This design comes from an exercise in tuning for small area, a short achievable clock period and few clock cycles per item on the open sky130 flow, not from production work.
In this exercise RTL edits were held to simulation tests only and were not proved equivalent to the original.

==> flow/design.v <==
package hough_pkg;
    typedef enum logic [2:0] {
        IDLE,
        CLEAR_ACC,      
        VOTE,           
        FIND_PEAKS,     
        DONE_STATE
    } hough_state_t;
    typedef logic [$clog2(16)-1:0]   coord_t;       
    typedef logic [$clog2(16)-1:0] theta_idx_t;   
    typedef logic [$clog2(16)-1:0]   rho_bin_t;     
    typedef logic [$clog2(63+1)-1:0] vote_t;
    typedef logic [$clog2(256)-1:0]  acc_addr_t;
    typedef logic [7:0] line_field_t;   
endpackage
module rho_binner (
    input  logic [7:0]  pix,         
    output logic [63:0] codes        
);
    always_comb begin
        case (pix)
            8'd0: codes = 64'h0000000000000000;
            8'd1: codes = 64'h0000000000000001;
            8'd2: codes = 64'h0000000000111112;
            8'd3: codes = 64'h0000000001122223;
            8'd4: codes = 64'h0000000001223334;
            8'd5: codes = 64'h0000000001234445;
            8'd6: codes = 64'h0000000012344556;
            8'd7: codes = 64'h0000000012345667;
            8'd8: codes = 64'h0000000013456778;
            8'd9: codes = 64'h0000000013467889;
            8'd10: codes = 64'h000000001357899a;
            8'd11: codes = 64'h0000000024679aab;
            8'd12: codes = 64'h0000000024689bbc;
            8'd13: codes = 64'h000000002479accd;
            8'd14: codes = 64'h000000002579bcde;
            8'd15: codes = 64'h00000000258acdef;
            8'd16: codes = 64'h0000000100000000;
            8'd17: codes = 64'h0000000111111111;
            8'd18: codes = 64'h0000000111122222;
            8'd19: codes = 64'h0000000112223333;
            8'd20: codes = 64'h0000000112333444;
            8'd21: codes = 64'h0000000112344555;
            8'd22: codes = 64'h0000000123445566;
            8'd23: codes = 64'h0000000123456677;
            8'd24: codes = 64'h0000000123567788;
            8'd25: codes = 64'h0000000124578899;
            8'd26: codes = 64'h00000001246789aa;
            8'd27: codes = 64'h0000000135689aab;
            8'd28: codes = 64'h000000013579abbc;
            8'd29: codes = 64'h000000013589bccd;
            8'd30: codes = 64'h00000001368acdde;
            8'd31: codes = 64'h00000001369bdeef;
            8'd32: codes = 64'h0011111211111000;
            8'd33: codes = 64'h0000111222221111;
            8'd34: codes = 64'h0000011222222222;
            8'd35: codes = 64'h0000001223333333;
            8'd36: codes = 64'h0000001223344444;
            8'd37: codes = 64'h0000000223445555;
            8'd38: codes = 64'h0000000234456666;
            8'd39: codes = 64'h0000000234566777;
            8'd40: codes = 64'h0000000234677888;
            8'd41: codes = 64'h0000000235678999;
            8'd42: codes = 64'h0000000235789aaa;
            8'd43: codes = 64'h000000024679aabb;
            8'd44: codes = 64'h000000024689bbcc;
            8'd45: codes = 64'h00000002468abcdd;
            8'd46: codes = 64'h00000002479bcdee;
            8'd47: codes = 64'h00000002479cdeff;
            8'd48: codes = 64'h0112222322221100;
            8'd49: codes = 64'h0001122333322211;
            8'd50: codes = 64'h0000122333333322;
            8'd51: codes = 64'h0000012333444333;
            8'd52: codes = 64'h0000012334444444;
            8'd53: codes = 64'h0000001334555555;
            8'd54: codes = 64'h0000001345566666;
            8'd55: codes = 64'h0000001345677777;
            8'd56: codes = 64'h0000001345678888;
            8'd57: codes = 64'h0000001346789999;
            8'd58: codes = 64'h0000000346899aaa;
            8'd59: codes = 64'h000000035689abbb;
            8'd60: codes = 64'h00000003579abccc;
            8'd61: codes = 64'h00000003579bcddd;
            8'd62: codes = 64'h0000000358acdeee;
            8'd63: codes = 64'h0000000358acefff;
            8'd64: codes = 64'h0122333433322100;
            8'd65: codes = 64'h0012233444333211;
            8'd66: codes = 64'h0001223444443322;
            8'd67: codes = 64'h0000123444444433;
            8'd68: codes = 64'h0000123445555544;
            8'd69: codes = 64'h0000012445666655;
            8'd70: codes = 64'h0000012456677766;
            8'd71: codes = 64'h0000012456778877;
            8'd72: codes = 64'h0000002456788888;
            8'd73: codes = 64'h0000002457899999;
            8'd74: codes = 64'h000000145789aaaa;
            8'd75: codes = 64'h00000014679abbbb;
            8'd76: codes = 64'h00000014689bcccc;
            8'd77: codes = 64'h0000001468acdddd;
            8'd78: codes = 64'h0000001469bcdeee;
            8'd79: codes = 64'h0000000469bdefff;
            8'd80: codes = 64'h0123444544432100;
            8'd81: codes = 64'h0012344555443211;
            8'd82: codes = 64'h0012334555544322;
            8'd83: codes = 64'h0001234555555433;
            8'd84: codes = 64'h0000134556666544;
            8'd85: codes = 64'h0000123556676655;
            8'd86: codes = 64'h0000023566777766;
            8'd87: codes = 64'h0000013567888877;
            8'd88: codes = 64'h0000013567899988;
            8'd89: codes = 64'h000001356899aa99;
            8'd90: codes = 64'h00000025689abbaa;
            8'd91: codes = 64'h0000002578abbcbb;
            8'd92: codes = 64'h0000002579accdcc;
            8'd93: codes = 64'h0000002579bcdddd;
            8'd94: codes = 64'h0000002579bdeeee;
            8'd95: codes = 64'h000000157aceffff;
            8'd96: codes = 64'h1234455655443210;
            8'd97: codes = 64'h0123455665544321;
            8'd98: codes = 64'h0012345666654432;
            8'd99: codes = 64'h0002345666665543;
            8'd100: codes = 64'h0001245667776654;
            8'd101: codes = 64'h0000234667777665;
            8'd102: codes = 64'h0000134677888776;
            8'd103: codes = 64'h0000124678899887;
            8'd104: codes = 64'h0000024678999998;
            8'd105: codes = 64'h00000246799aaa99;
            8'd106: codes = 64'h0000013679abbbaa;
            8'd107: codes = 64'h0000013689bcccbb;
            8'd108: codes = 64'h000000368abcddcc;
            8'd109: codes = 64'h000000368acdeedd;
            8'd110: codes = 64'h000000368aceefee;
            8'd111: codes = 64'h000000268bdeffff;
            8'd112: codes = 64'h1234566766543210;
            8'd113: codes = 64'h0134566776654321;
            8'd114: codes = 64'h0023456777665432;
            8'd115: codes = 64'h0012456777776543;
            8'd116: codes = 64'h0002346778877654;
            8'd117: codes = 64'h0001345778888765;
            8'd118: codes = 64'h0000245788998876;
            8'd119: codes = 64'h0000135789999987;
            8'd120: codes = 64'h0000135789aaaa98;
            8'd121: codes = 64'h0000035789abbba9;
            8'd122: codes = 64'h000002478abccbba;
            8'd123: codes = 64'h000002479abcdccb;
            8'd124: codes = 64'h000001479bcddddc;
            8'd125: codes = 64'h000001479bdeeeed;
            8'd126: codes = 64'h000001479bdefffe;
            8'd127: codes = 64'h000000379cefffff;
            8'd128: codes = 64'h1345677877654310;
            8'd129: codes = 64'h0234677887765321;
            8'd130: codes = 64'h0124567888776432;
            8'd131: codes = 64'h0013467888876543;
            8'd132: codes = 64'h0012457888887654;
            8'd133: codes = 64'h0002356889998765;
            8'd134: codes = 64'h0001356899999876;
            8'd135: codes = 64'h000024689aaaa987;
            8'd136: codes = 64'h000024689abbba98;
            8'd137: codes = 64'h000013689abcbba9;
            8'd138: codes = 64'h000013589bccccba;
            8'd139: codes = 64'h000003589bcdddcb;
            8'd140: codes = 64'h00000258acdeeedc;
            8'd141: codes = 64'h00000258acdeffed;
            8'd142: codes = 64'h00000258aceffffe;
            8'd143: codes = 64'h00000148adefffff;
            8'd144: codes = 64'h1346788988764310;
            8'd145: codes = 64'h0245678998875421;
            8'd146: codes = 64'h0134678999876532;
            8'd147: codes = 64'h0024578999987643;
            8'd148: codes = 64'h0013568999998754;
            8'd149: codes = 64'h000246799aa99865;
            8'd150: codes = 64'h000246799aaa9976;
            8'd151: codes = 64'h00013579abbba987;
            8'd152: codes = 64'h00003579abbcba98;
            8'd153: codes = 64'h00002479abcccba9;
            8'd154: codes = 64'h00001469acdddcba;
            8'd155: codes = 64'h00001469acdeedcb;
            8'd156: codes = 64'h00000369bceeeedc;
            8'd157: codes = 64'h00000369bdefffed;
            8'd158: codes = 64'h00000269bdfffffe;
            8'd159: codes = 64'h00000259beffffff;
            8'd160: codes = 64'h1357899a99875310;
            8'd161: codes = 64'h0246789aa9876421;
            8'd162: codes = 64'h0135789aaa987532;
            8'd163: codes = 64'h0134689aaa998643;
            8'd164: codes = 64'h0024679aaaa98754;
            8'd165: codes = 64'h0013578aabba9865;
            8'd166: codes = 64'h0002468aabbba976;
            8'd167: codes = 64'h0002468abbccba87;
            8'd168: codes = 64'h0001368abccccb98;
            8'd169: codes = 64'h0000358abcdddca9;
            8'd170: codes = 64'h0000257abddeddba;
            8'd171: codes = 64'h0000257abdeeeecb;
            8'd172: codes = 64'h0000147acdeffedc;
            8'd173: codes = 64'h0000147aceffffed;
            8'd174: codes = 64'h0000037acefffffe;
            8'd175: codes = 64'h0000036acfffffff;
            8'd176: codes = 64'h24679aabaa976420;
            8'd177: codes = 64'h135789abaa986531;
            8'd178: codes = 64'h024689abbaa97642;
            8'd179: codes = 64'h013579abbba98653;
            8'd180: codes = 64'h002468abbbba9764;
            8'd181: codes = 64'h0014689bbcbba875;
            8'd182: codes = 64'h0013579bbcccb986;
            8'd183: codes = 64'h0002579bccdcba97;
            8'd184: codes = 64'h0002479bcdddcb98;
            8'd185: codes = 64'h0001469bcdeedca9;
            8'd186: codes = 64'h0000368bceeeedba;
            8'd187: codes = 64'h0000358bcefffecb;
            8'd188: codes = 64'h0000258bdeffffdc;
            8'd189: codes = 64'h0000158bdfffffed;
            8'd190: codes = 64'h0000148bdffffffe;
            8'd191: codes = 64'h0000047bdfffffff;
            8'd192: codes = 64'h24689bbcbb986420;
            8'd193: codes = 64'h13579abcbba97531;
            8'd194: codes = 64'h02478abccbb98642;
            8'd195: codes = 64'h014689bcccba9753;
            8'd196: codes = 64'h003579accccb9864;
            8'd197: codes = 64'h002479accdcca975;
            8'd198: codes = 64'h001468accddcba86;
            8'd199: codes = 64'h000368acddddcb97;
            8'd200: codes = 64'h000258acdeeedca8;
            8'd201: codes = 64'h000247acdeeeecb9;
            8'd202: codes = 64'h0001479cdeffedca;
            8'd203: codes = 64'h0000369cdffffedb;
            8'd204: codes = 64'h0000369cefffffec;
            8'd205: codes = 64'h0000269ceffffffd;
            8'd206: codes = 64'h0000259ceffffffe;
            8'd207: codes = 64'h0000158cefffffff;
            8'd208: codes = 64'h2479accdcca97420;
            8'd209: codes = 64'h1468abcdccb98531;
            8'd210: codes = 64'h03579bcddcba8642;
            8'd211: codes = 64'h02479acdddcb9753;
            8'd212: codes = 64'h01368abddddca864;
            8'd213: codes = 64'h00358abddddcb975;
            8'd214: codes = 64'h002479bddeedca86;
            8'd215: codes = 64'h001469bdeeeedb97;
            8'd216: codes = 64'h000368bdeffedca8;
            8'd217: codes = 64'h000258adefffedb9;
            8'd218: codes = 64'h000258adeffffeca;
            8'd219: codes = 64'h000147adefffffdb;
            8'd220: codes = 64'h000047adffffffec;
            8'd221: codes = 64'h000037adfffffffd;
            8'd222: codes = 64'h000036adfffffffe;
            8'd223: codes = 64'h0000269dffffffff;
            8'd224: codes = 64'h2579bcdedcb97520;
            8'd225: codes = 64'h1469bcdeddca8631;
            8'd226: codes = 64'h0368acdeedcb9742;
            8'd227: codes = 64'h02579bdeeedca853;
            8'd228: codes = 64'h01479bceeedcb964;
            8'd229: codes = 64'h00368bceeeedb975;
            8'd230: codes = 64'h00258aceefeeca86;
            8'd231: codes = 64'h00147acefffedb97;
            8'd232: codes = 64'h001479ceffffeca8;
            8'd233: codes = 64'h000369befffffdb9;
            8'd234: codes = 64'h000269befffffeca;
            8'd235: codes = 64'h000258beffffffdb;
            8'd236: codes = 64'h000148beffffffec;
            8'd237: codes = 64'h000047befffffffd;
            8'd238: codes = 64'h000037aefffffffe;
            8'd239: codes = 64'h000037aeffffffff;
            8'd240: codes = 64'h257abdefedca8520;
            8'd241: codes = 64'h1479bdefeedb9631;
            8'd242: codes = 64'h0369bdeffedc9742;
            8'd243: codes = 64'h0258acefffeca853;
            8'd244: codes = 64'h0247acdfffedb964;
            8'd245: codes = 64'h01479bdffffeca75;
            8'd246: codes = 64'h00369bdffffedb86;
            8'd247: codes = 64'h00258bdfffffec97;
            8'd248: codes = 64'h00148adfffffeda8;
            8'd249: codes = 64'h00047acffffffeb9;
            8'd250: codes = 64'h00036acfffffffca;
            8'd251: codes = 64'h000269cfffffffdb;
            8'd252: codes = 64'h000259cfffffffec;
            8'd253: codes = 64'h000158cffffffffd;
            8'd254: codes = 64'h000048bffffffffe;
            8'd255: codes = 64'h000048bfffffffff;
            default: codes = '0;
        endcase
    end
endmodule
module hough_top (
    input  logic                   clk,
    input  logic                   reset_n,
    input  logic                   start,
    output logic                   busy,
    output logic                   done,
    input  logic                   wr_en,
    input  logic [7:0]             wr_addr,
    input  logic [7:0]             wr_data,
    output logic [7:0]             num_lines,
    output logic [4*8-1:0] line_rho,
    output logic [4*8-1:0] line_theta,
    output logic [4*8-1:0] line_votes
);
    localparam logic [767:0] CELL_W   = 768'h000005bb6dad000005b6db6d000025b6cb6d0000e5b6db6d00012db6cb6d00072db6db6d00392db6db6d00096db6cb6d00496db6596d01bb6db6cb6d01c96db6496d0e5b6db2492d124b6db2392d725b6db1c72d92cb6d8d86e5db6db560001d;
    localparam logic [15:0]  COL_SAT  = 16'hfc00;
    localparam logic [1:0] S_IDLE = 2'd0, S_VOTE = 2'd1, S_HIT = 2'd2;
    logic        wq_en;
    logic [4:0]  wq_addr;
    logic [7:0]  wq_data;
    logic [255:0] img;
    always_ff @(posedge clk or negedge reset_n) begin
        if (!reset_n) wq_en <= 1'b0;
        else          wq_en <= wr_en && (wr_addr[7:5] == 3'd0);
    end
    always_ff @(posedge clk) begin
        wq_addr <= wr_addr[4:0];
        wq_data <= wr_data;
    end
    always_ff @(posedge clk or negedge reset_n) begin
        if (!reset_n) img <= '0;
        else if (wq_en) img[wq_addr*8 +: 8] <= wq_data;
    end
    logic [1:0]    state;
    logic          first_q;         
    logic          pix_v;
    logic [7:0]    pix_q;
    logic          hp_v;
    logic [7:0]    hpos;
    logic          busy_r, done_r;
    logic [31:0]   written;         
    logic [15:0]   voted;           
    logic          inval;           
    logic          clr;             
    logic [15:0]   elig;
    logic          pe_hold, pe_valid, pe_load;
    logic [7:0]    pe_idx;
    logic [15:0]   pe_load_oh;
    logic          he_restart, he_valid;
    logic [7:0]    he_idx;
    logic [255:0]  hitv;
    logic          hit_end;
    logic          wq_hit_voted;
    always_comb begin
        for (int i = 0; i < 16; i++)
            elig[i] = (state != S_IDLE) || (written[2*i] && written[2*i + 1]);
    end
    assign pe_hold = clr || (state == S_HIT);
    row_walk u_pix_walk (
        .clk(clk), .reset_n(reset_n), .rows(img), .elig(elig & ~voted), .hold(pe_hold),
        .valid(pe_valid), .idx(pe_idx), .load(pe_load), .load_oh(pe_load_oh)
    );
    row_enum u_hit_enum (
        .clk(clk), .reset_n(reset_n), .rows(hitv), .restart(he_restart),
        .valid(he_valid), .idx(he_idx)
    );
    assign he_restart = (state != S_HIT);
    assign hit_end    = (state == S_HIT) && !he_valid;
    assign clr        = inval || hit_end;
    assign wq_hit_voted = wq_en && (voted[wq_addr[4:1]] || (pe_load && pe_load_oh[wq_addr[4:1]]));
    always_ff @(posedge clk or negedge reset_n) begin
        if (!reset_n) begin
            written <= '0;
            voted   <= '0;
            inval   <= 1'b1;
        end else begin
            if (clr) begin
                voted <= '0;
                inval <= 1'b0;
            end else begin
                if (pe_load) voted <= voted | pe_load_oh;
                if (wq_hit_voted) inval <= 1'b1;
            end
            for (int i = 0; i < 32; i++) begin
                if (wq_en && (wq_addr == 5'(i))) written[i] <= 1'b1;
                else if (clr) written[i] <= 1'b0;
            end
        end
    end
    always_ff @(posedge clk or negedge reset_n) begin
        if (!reset_n) begin
            state   <= S_IDLE;
            first_q <= 1'b0;
            pix_v   <= 1'b0;
            pix_q   <= '0;
            hp_v    <= 1'b0;
            hpos    <= '0;
            busy_r  <= 1'b0;
            done_r  <= 1'b0;
        end else begin
            done_r  <= 1'b0;
            first_q <= 1'b0;
            pix_v   <= pe_valid && !pe_hold;
            pix_q   <= pe_idx;
            case (state)
                S_IDLE: begin
                    if (start) begin
                        busy_r  <= 1'b1;
                        state   <= S_VOTE;
                        first_q <= 1'b1;
                    end
                end
                S_VOTE: begin
                    if (!inval && !pe_valid) state <= S_HIT;
                end
                S_HIT: begin
                    hp_v <= he_valid;
                    hpos <= he_idx;
                    if (!he_valid) begin              
                        state  <= S_IDLE;
                        busy_r <= 1'b0;
                        done_r <= 1'b1;
                    end
                end
                default: state <= S_IDLE;
            endcase
        end
    end
    assign busy = busy_r;
    assign done = done_r;
    logic [63:0]      codes;
    logic [256*6-1:0] cellv;        
    logic [16*6-1:0]  rd;           
    logic [5:0]       rdv;          
    rho_binner u_bin (.pix(pix_q), .codes(codes));
    genvar t, r;
    generate
        for (t = 0; t < 16; t++) begin : g_col
            logic [3:0]  code;
            logic [3:0]  rsel;
            logic [15:0] sel;            
            logic [15:0] wsel;           
            logic [5:0]  cur;
            logic [5:0]  nxt;
            assign code = codes[4*t +: 4];
            assign rsel = (state == S_HIT) ? hpos[7:4] : code;
            always_comb begin
                for (int i = 0; i < 16; i++) sel[i] = (rsel == 4'(i));
            end
            assign wsel = {16{clr}} | ({16{pix_v}} & sel);
            always_comb begin
                cur = '0;
                for (int i = 0; i < 16; i++) cur = cur | (cellv[(i*16 + t)*6 +: 6] & {6{sel[i]}});
            end
            assign rd[t*6 +: 6] = cur;
            if (COL_SAT[t]) begin : g_sat
                assign nxt = clr ? 6'd0 : (cur + {5'd0, (cur != 6'd63)});
            end else begin : g_nosat
                assign nxt = clr ? 6'd0 : (cur + 6'd1);
            end
            for (r = 0; r < 16; r++) begin : g_row
                localparam int W = int'(CELL_W[(r*16 + t)*3 +: 3]);
                if (W > 0) begin : g_cell
                    logic [W-1:0] q;
                    always_ff @(posedge clk) begin
                        if (wsel[r]) q <= nxt[W-1:0];
                    end
                    assign cellv[(r*16 + t)*6 +: 6] = 6'(q);
                    assign hitv[r*16 + t] = (q >= W'(5));
                end else begin : g_none
                    assign cellv[(r*16 + t)*6 +: 6] = 6'd0;
                    assign hitv[r*16 + t] = 1'b0;
                end
            end
        end
    endgenerate
    assign rdv = rd[hpos[3:0]*6 +: 6];
    logic [2:0]  cnt;
    logic [15:0] s_rho;             
    logic [15:0] s_t;
    logic [23:0] s_v;               
    logic [1:0]  min_idx;
    always_comb begin
        logic [1:0] a, b;
        a = (s_v[6 +: 6] < s_v[0 +: 6])  ? 2'd1 : 2'd0;
        b = (s_v[18 +: 6] < s_v[12 +: 6]) ? 2'd3 : 2'd2;
        min_idx = (s_v[b*6 +: 6] < s_v[a*6 +: 6]) ? b : a;
    end
    always_ff @(posedge clk or negedge reset_n) begin
        if (!reset_n) begin
            cnt   <= '0;
            s_rho <= '0;
            s_t   <= '0;
            s_v   <= '0;
        end else if (first_q) begin
            cnt   <= '0;
            s_rho <= '0;
            s_t   <= '0;
            s_v   <= '0;
        end else if (hp_v) begin
            if (!cnt[2]) begin
                s_rho[cnt[1:0]*4 +: 4] <= hpos[7:4];
                s_t[cnt[1:0]*4 +: 4]   <= hpos[3:0];
                s_v[cnt[1:0]*6 +: 6]   <= rdv;
                cnt <= cnt + 1'b1;
            end else if (rdv > s_v[min_idx*6 +: 6]) begin
                s_rho[min_idx*4 +: 4] <= hpos[7:4];
                s_t[min_idx*4 +: 4]   <= hpos[3:0];
                s_v[min_idx*6 +: 6]   <= rdv;
            end
        end
    end
    function automatic logic [7:0] theta_deg(input logic [3:0] ti);
        case (ti)
            4'd0:  theta_deg = 8'd0;    4'd1:  theta_deg = 8'd11;
            4'd2:  theta_deg = 8'd22;   4'd3:  theta_deg = 8'd33;
            4'd4:  theta_deg = 8'd45;   4'd5:  theta_deg = 8'd56;
            4'd6:  theta_deg = 8'd67;   4'd7:  theta_deg = 8'd78;
            4'd8:  theta_deg = 8'd90;   4'd9:  theta_deg = 8'd101;
            4'd10: theta_deg = 8'd112;  4'd11: theta_deg = 8'd123;
            4'd12: theta_deg = 8'd135;  4'd13: theta_deg = 8'd146;
            4'd14: theta_deg = 8'd157;  default: theta_deg = 8'd168;
        endcase
    endfunction
    assign num_lines = {5'd0, cnt};
    generate
        for (t = 0; t < 4; t++) begin : g_out
            assign line_rho[8*t +: 8]   = {4'd0, s_rho[4*t +: 4]};
            assign line_theta[8*t +: 8] = theta_deg(s_t[4*t +: 4]);
            assign line_votes[8*t +: 8] = {2'd0, s_v[6*t +: 6]};
        end
    endgenerate
endmodule
module row_enum (
    input  logic         clk,
    input  logic         reset_n,
    input  logic [255:0] rows,        
    input  logic         restart,     
    output logic         valid,       
    output logic [7:0]   idx          
);
    logic        first;
    logic [3:0]  y;
    logic [15:0] rem;                 
    logic        have;
    logic [15:0] nz, cand, cand_oh, src, src_oh;
    logic [3:0]  ny;
    function automatic logic [3:0] enc16(input logic [15:0] oh);
        enc16[0] = |(oh & 16'hAAAA);
        enc16[1] = |(oh & 16'hCCCC);
        enc16[2] = |(oh & 16'hF0F0);
        enc16[3] = |(oh & 16'hFF00);
    endfunction
    function automatic logic [15:0] low16(input logic [15:0] v);
        logic seen;
        seen = 1'b0;
        for (int i = 0; i < 16; i++) begin
            low16[i] = v[i] && !seen;
            seen = seen || v[i];
        end
    endfunction
    always_comb begin
        for (int i = 0; i < 16; i++) begin
            nz[i]   = |rows[16*i +: 16];
            cand[i] = nz[i] && (first || (4'(i) > y));
        end
    end
    assign have    = (rem != '0);
    assign cand_oh = low16(cand);
    assign ny      = enc16(cand_oh);
    always_comb begin
        src = rem;
        if (!have) begin
            src = '0;
            for (int i = 0; i < 16; i++) src = src | (rows[16*i +: 16] & {16{cand_oh[i]}});
        end
    end
    assign valid  = have || (cand != '0);
    assign src_oh = low16(src);
    assign idx    = {have ? y : ny, enc16(src_oh)};
    always_ff @(posedge clk or negedge reset_n) begin
        if (!reset_n) begin
            first <= 1'b1;
            y     <= '0;
            rem   <= '0;
        end else if (restart) begin
            first <= 1'b1;
            rem   <= '0;
        end else if (valid) begin
            first <= 1'b0;
            if (!have) y <= ny;
            rem <= src & ~src_oh;
        end
    end
endmodule
module row_walk (
    input  logic         clk,
    input  logic         reset_n,
    input  logic [255:0] rows,        
    input  logic [15:0]  elig,        
    input  logic         hold,        
    output logic         valid,       
    output logic [7:0]   idx,         
    output logic         load,        
    output logic [15:0]  load_oh      
);
    logic [3:0]  y;
    logic [15:0] rem;                 
    logic        have;
    logic [15:0] nz, cand, src, src_oh;
    logic [3:0]  ny;
    function automatic logic [3:0] enc16(input logic [15:0] oh);
        enc16[0] = |(oh & 16'hAAAA);
        enc16[1] = |(oh & 16'hCCCC);
        enc16[2] = |(oh & 16'hF0F0);
        enc16[3] = |(oh & 16'hFF00);
    endfunction
    function automatic logic [15:0] low16(input logic [15:0] v);
        logic seen;
        seen = 1'b0;
        for (int i = 0; i < 16; i++) begin
            low16[i] = v[i] && !seen;
            seen = seen || v[i];
        end
    endfunction
    always_comb begin
        for (int i = 0; i < 16; i++) nz[i] = |rows[16*i +: 16];
    end
    assign have    = (rem != '0);
    assign cand    = nz & elig;
    assign load_oh = low16(cand);
    assign ny      = enc16(load_oh);
    always_comb begin
        src = rem;
        if (!have) begin
            src = '0;
            for (int i = 0; i < 16; i++) src = src | (rows[16*i +: 16] & {16{load_oh[i]}});
        end
    end
    assign valid  = have || (cand != '0);
    assign load   = !hold && !have && (cand != '0);
    assign src_oh = low16(src);
    assign idx    = {have ? y : ny, enc16(src_oh)};
    always_ff @(posedge clk or negedge reset_n) begin
        if (!reset_n) begin
            y   <= '0;
            rem <= '0;
        end else if (hold) begin
            rem <= '0;
        end else if (valid) begin
            if (!have) y <= ny;
            rem <= src & ~src_oh;
        end
    end
endmodule
==> flow/run.sh <==
#!/bin/bash
# synth_recipe.tcl (not shown) runs the flow's synth.tcl, then flattens the netlist and writes it again
# the make line also repeats each setting of config.mk as NAME=value (left out here)
make -C /OpenROAD-flow-scripts/flow DESIGN_CONFIG=/design/flow/config.mk WORK_HOME=/design/flow/orfs CLKGATE_MAP_FILE= SYNTH_SCRIPT=/design/flow/synth_recipe.tcl finish
==> flow/config.mk <==
export PLATFORM = sky130hd
export DESIGN_NAME = hough_top
export DESIGN_NICKNAME = hough_top
export VERILOG_FILES = /design/flow/design.v
export SDC_FILE = /design/flow/constraint.sdc
export NUM_CORES = 4
export LEC_CHECK = 0
export CAP_MARGIN = 20
export CORE_MARGIN = 2
export CORE_UTILIZATION = 40
export SLEW_MARGIN = 20
export SYNTH_MEMORY_MAX_BITS = 65536
==> flow/constraint.sdc <==
create_clock -name core_clock -period 12.0 [get_ports {clk}]
set_input_delay 2.4000 -clock core_clock [delete_from_list [all_inputs] [get_ports {clk}]]
set_output_delay 2.4000 -clock core_clock [all_outputs]
set_load 0.01 [all_outputs]
==> reports/results.tsv <==
metric	value	unit
Skew-Pair Late Insertion Delay	0.87	ns
Ys Warns	4	
initial antenna violation count	21	
Post-synth EDFFs	935	
vias per cell	6.90	
FMAX	99.0	MHz
type of the worst setup path	register to register	
Initial Utilization	40.2	%
Max Root-Sink Buffers	3	
Final Cycle Share	84.2	%
Vias	72600	
Post-synth ARST share	31.1	%
Reg clk slew, reported paths	0.06	ns
floorplan die height	449	µm
Synth Cell Area	79200	µm²
Overall Global Routing Usage	36.5	%
WL per Instance	36.2	µm
synthesized flop and latch total	1375	
initial drt markers	11800	
Setup Buffers After CTS	0	
CTS resizes	0	
Die ar.	202000	µm²
# H-tree levels	4	
final core occ	45.0	%
Slew HR	10.7	%
CTS Buf Count	155	
setup TNS	0	ns
CTS Root Cell	clkbuf_16	
Mapped Cells	7725	
DP Wirelength	288	mm
slew at the pin closest to its max-slew limit	1.33	ns
Clock Sink Count	1375	
Die W	449	µm
crit path max fanout	23	
I/O pin count	126	
post-synth cell types	128	
final hold violations	0	
pre-CTS setup slack	2.24	ns
Hold/Removal Path Class	register to register	
fin area	88600	µm²
Final min period	10.10	ns
final setup violating endpoints	0	
Detailed Routing Iterations Pass 1	14	
register area share after synthesis	49.3	%
status	timing/DRC/antenna clean	
most common cell after layout, fill and taps aside	edfxtp_1	
largest net degree at the start of global routing	181	
routed wire length	381	mm
Setup crit start kind	register	
Max Clock Skew	0.0640	ns
fillers	18600	
max-slew violations	0	
num rows	163	
DRT antenna net count	0	
element type at the critical path end	register	
Avg Cell Area, Syn	10.3	µm²
Layout area overhead	11.8	%
vias in the first global route	67600	
ys flop type	edfxtp_1	
GRT overflow	0	
RSZ-0062 raised after global routing	no	
max cap viols	0	
max incr delay on CP	0.98	ns
Post-route DRC	0	
Buffers on Ports	96	
wire length of the first global-routing pass	529	mm
fin nets	7878	
Critical-path top delay cell	ha_1	
share of cells above drive strength 1	13.1	%
most frequent cells in the layout	edfxtp_1, nand2_1, o21ai_0	
area post-placement	83400	µm²
Data arrival, critical path	10.86	ns
CTS tree	done	
worst setup margin	1.90	ns
Core ar.	197000	µm²
routability cong.	1.09	
Required @ worst endpoint	12.75	ns
hold_buf cts	0	
most used cell, CP	o21ai_0	
[stage by stage]
stage | instances | hold slack, ns
final | 10500 | 0.479
after global routing | 10500 | 0.499
after CTS | 10500 | 0.484
after detailed placement | 10200 | 0.470
after global placement | 10200 | 0.459
after floorplan | 7753 | 0.446
[Yosys cell counts (all sizes together), types with 23 or more instances]
master	n	area share, %
a21oi	384	2.4
a21o	50	0.47
a22oi	128	1.2
o2bb2ai	28	0.31
nand4	121	0.96
nand2	781	3.7
nor3	196	1.3
nor2	593	2.9
nand3	241	1.5
or3	31	0.24
o21a	61	0.58
ha	114	1.8
o31ai	81	0.78
a211oi	87	0.85
edfxtp	935	35
xnor2	35	0.39
nand3b	24	0.23
xor2	42	0.49
a311oi	40	0.45
o22ai	52	0.43
buf	239	2.0
mux2	313	4.4
a31oi	82	0.67
nand2b	113	0.90
inv	136	0.64
nor4	129	1.1
o221ai	31	0.35
a222oi	47	0.59
o211ai	84	0.80
a221oi	111	1.3
clkbuf	307	1.5
or2	36	0.28
o32ai	26	0.30
and2	80	0.63
mux2i	146	1.8
nor2b	84	0.66
o21ai	644	4.1
and3	84	0.66
dfrtp	425	13
a221o	34	0.43
a211o	37	0.41
nor3b	23	0.22
mux4	31	0.88
a2111oi	31	0.37
a22o	38	0.42
[area by class of cell]
class	instances	area (µm²)	area share, %
Antenna cell	14	35.0	0.0395
Clock buffer	205	4170	4.71
Clock inverter	75	997	1.13
Inverter	141	529	0.597
Multi-Input combinational cell	5691	37400	42.2
Sequential cell	1375	39100	44.1
Tap cell	2640	3300	3.73
Timing Repair Buffer	380	3150	3.56
[critical path: cells and delay by family (launching register included)]
family | cells | cell delay [ns]
flops | 1 | 0.37
simple gates | 13 | 3.39
fa+ha+maj | 3 | 1.54
buf+inv | 4 | 0.87
compound gates | 13 | 3.78
[metal layers]
metal,GRT usage [%],part of all wire [%],up-vias
li1,-,-,29800
met1,49.4,40,36600
met2,52.8,42,5147
met3,9.88,12,1064
met4,20.0,6.6,14
met5,0,0.023,-
[flip-flops by register name, summed over array words and instances (netlist names), 2 cells and up]
name / flops
g_col.g_row.g_cell.q: 935
img: 256
written: 32
s_v: 24
s_rho: 16
s_t: 16
voted: 16
u_hit_enum.rem: 15
u_pix_walk.rem: 15
hpos: 8
pix_q: 8
wq_data: 8
wq_addr: 5
u_hit_enum.y: 4
u_pix_walk.y: 4
cnt: 3
state: 2
[final timing paths]
check                             from           to  slack (ns)  depth (start not counted)
min reg2reg                written[26]  written[26]        0.48                          2
min in group asynchronous      reset_n      img[60]        1.57                          1
max reg2reg                   pix_q[1]      s_v[14]        1.90                         33
max in group asynchronous      reset_n     pix_q[1]        8.00                          3
min                        written[26]  written[26]        0.48                          2
max                           pix_q[1]      s_v[14]        1.90                         33
[logic make-up (layout without fill, tap and decap cells)]
logic type / Yosys count / count (layout) / synth area share (%)
buffers and inverters: 687 / 801 / 4.10
muxes: 490 / 490 / 7.17
xor gates and xnor gates: 77 / 77 / 0.875
adders and majority gates: 114 / 114 / 1.80
other: 1 / 43 / 0.00473
and+or+nand+nor: 2640 / 2640 / 16.4
AOI/OAI and AO/OA: 2341 / 2341 / 20.4
DFF: 1375 / 1375 / 49.3
Testbench counts, summed over its fixed seeds: cycles 5,062, frames 96.

[afterwards: timing with drivers on the ports]
Ports are ideal in the flow. The routed layout listed here was re-timed in OpenROAD. Step 1, drivers: a clkbuf_16 drives clk and a buf_2 each remaining input, both assumed. Step 2 times the ports against the registers' clock, not the clock port: input delays grow and output delays shrink by t, the midpoint of the rising clock arrivals with the driver on. Slacks: ideal / step 1 / step 2; pairs: ideal / step 1.
t, ns: 0.926
slack for setup (ns): 1.896 / 1.896 / 1.896
hold slack, ns: 0.479 / 0.479 / 0.479
worst setup path after step 2: register to register
worst data-port slew with drivers (ns): 0.05
After both steps setup and hold are still met in this run. For this run, drivers alone change the setup slack by 0.000 ns; drivers and shift together by 0.000 ns.
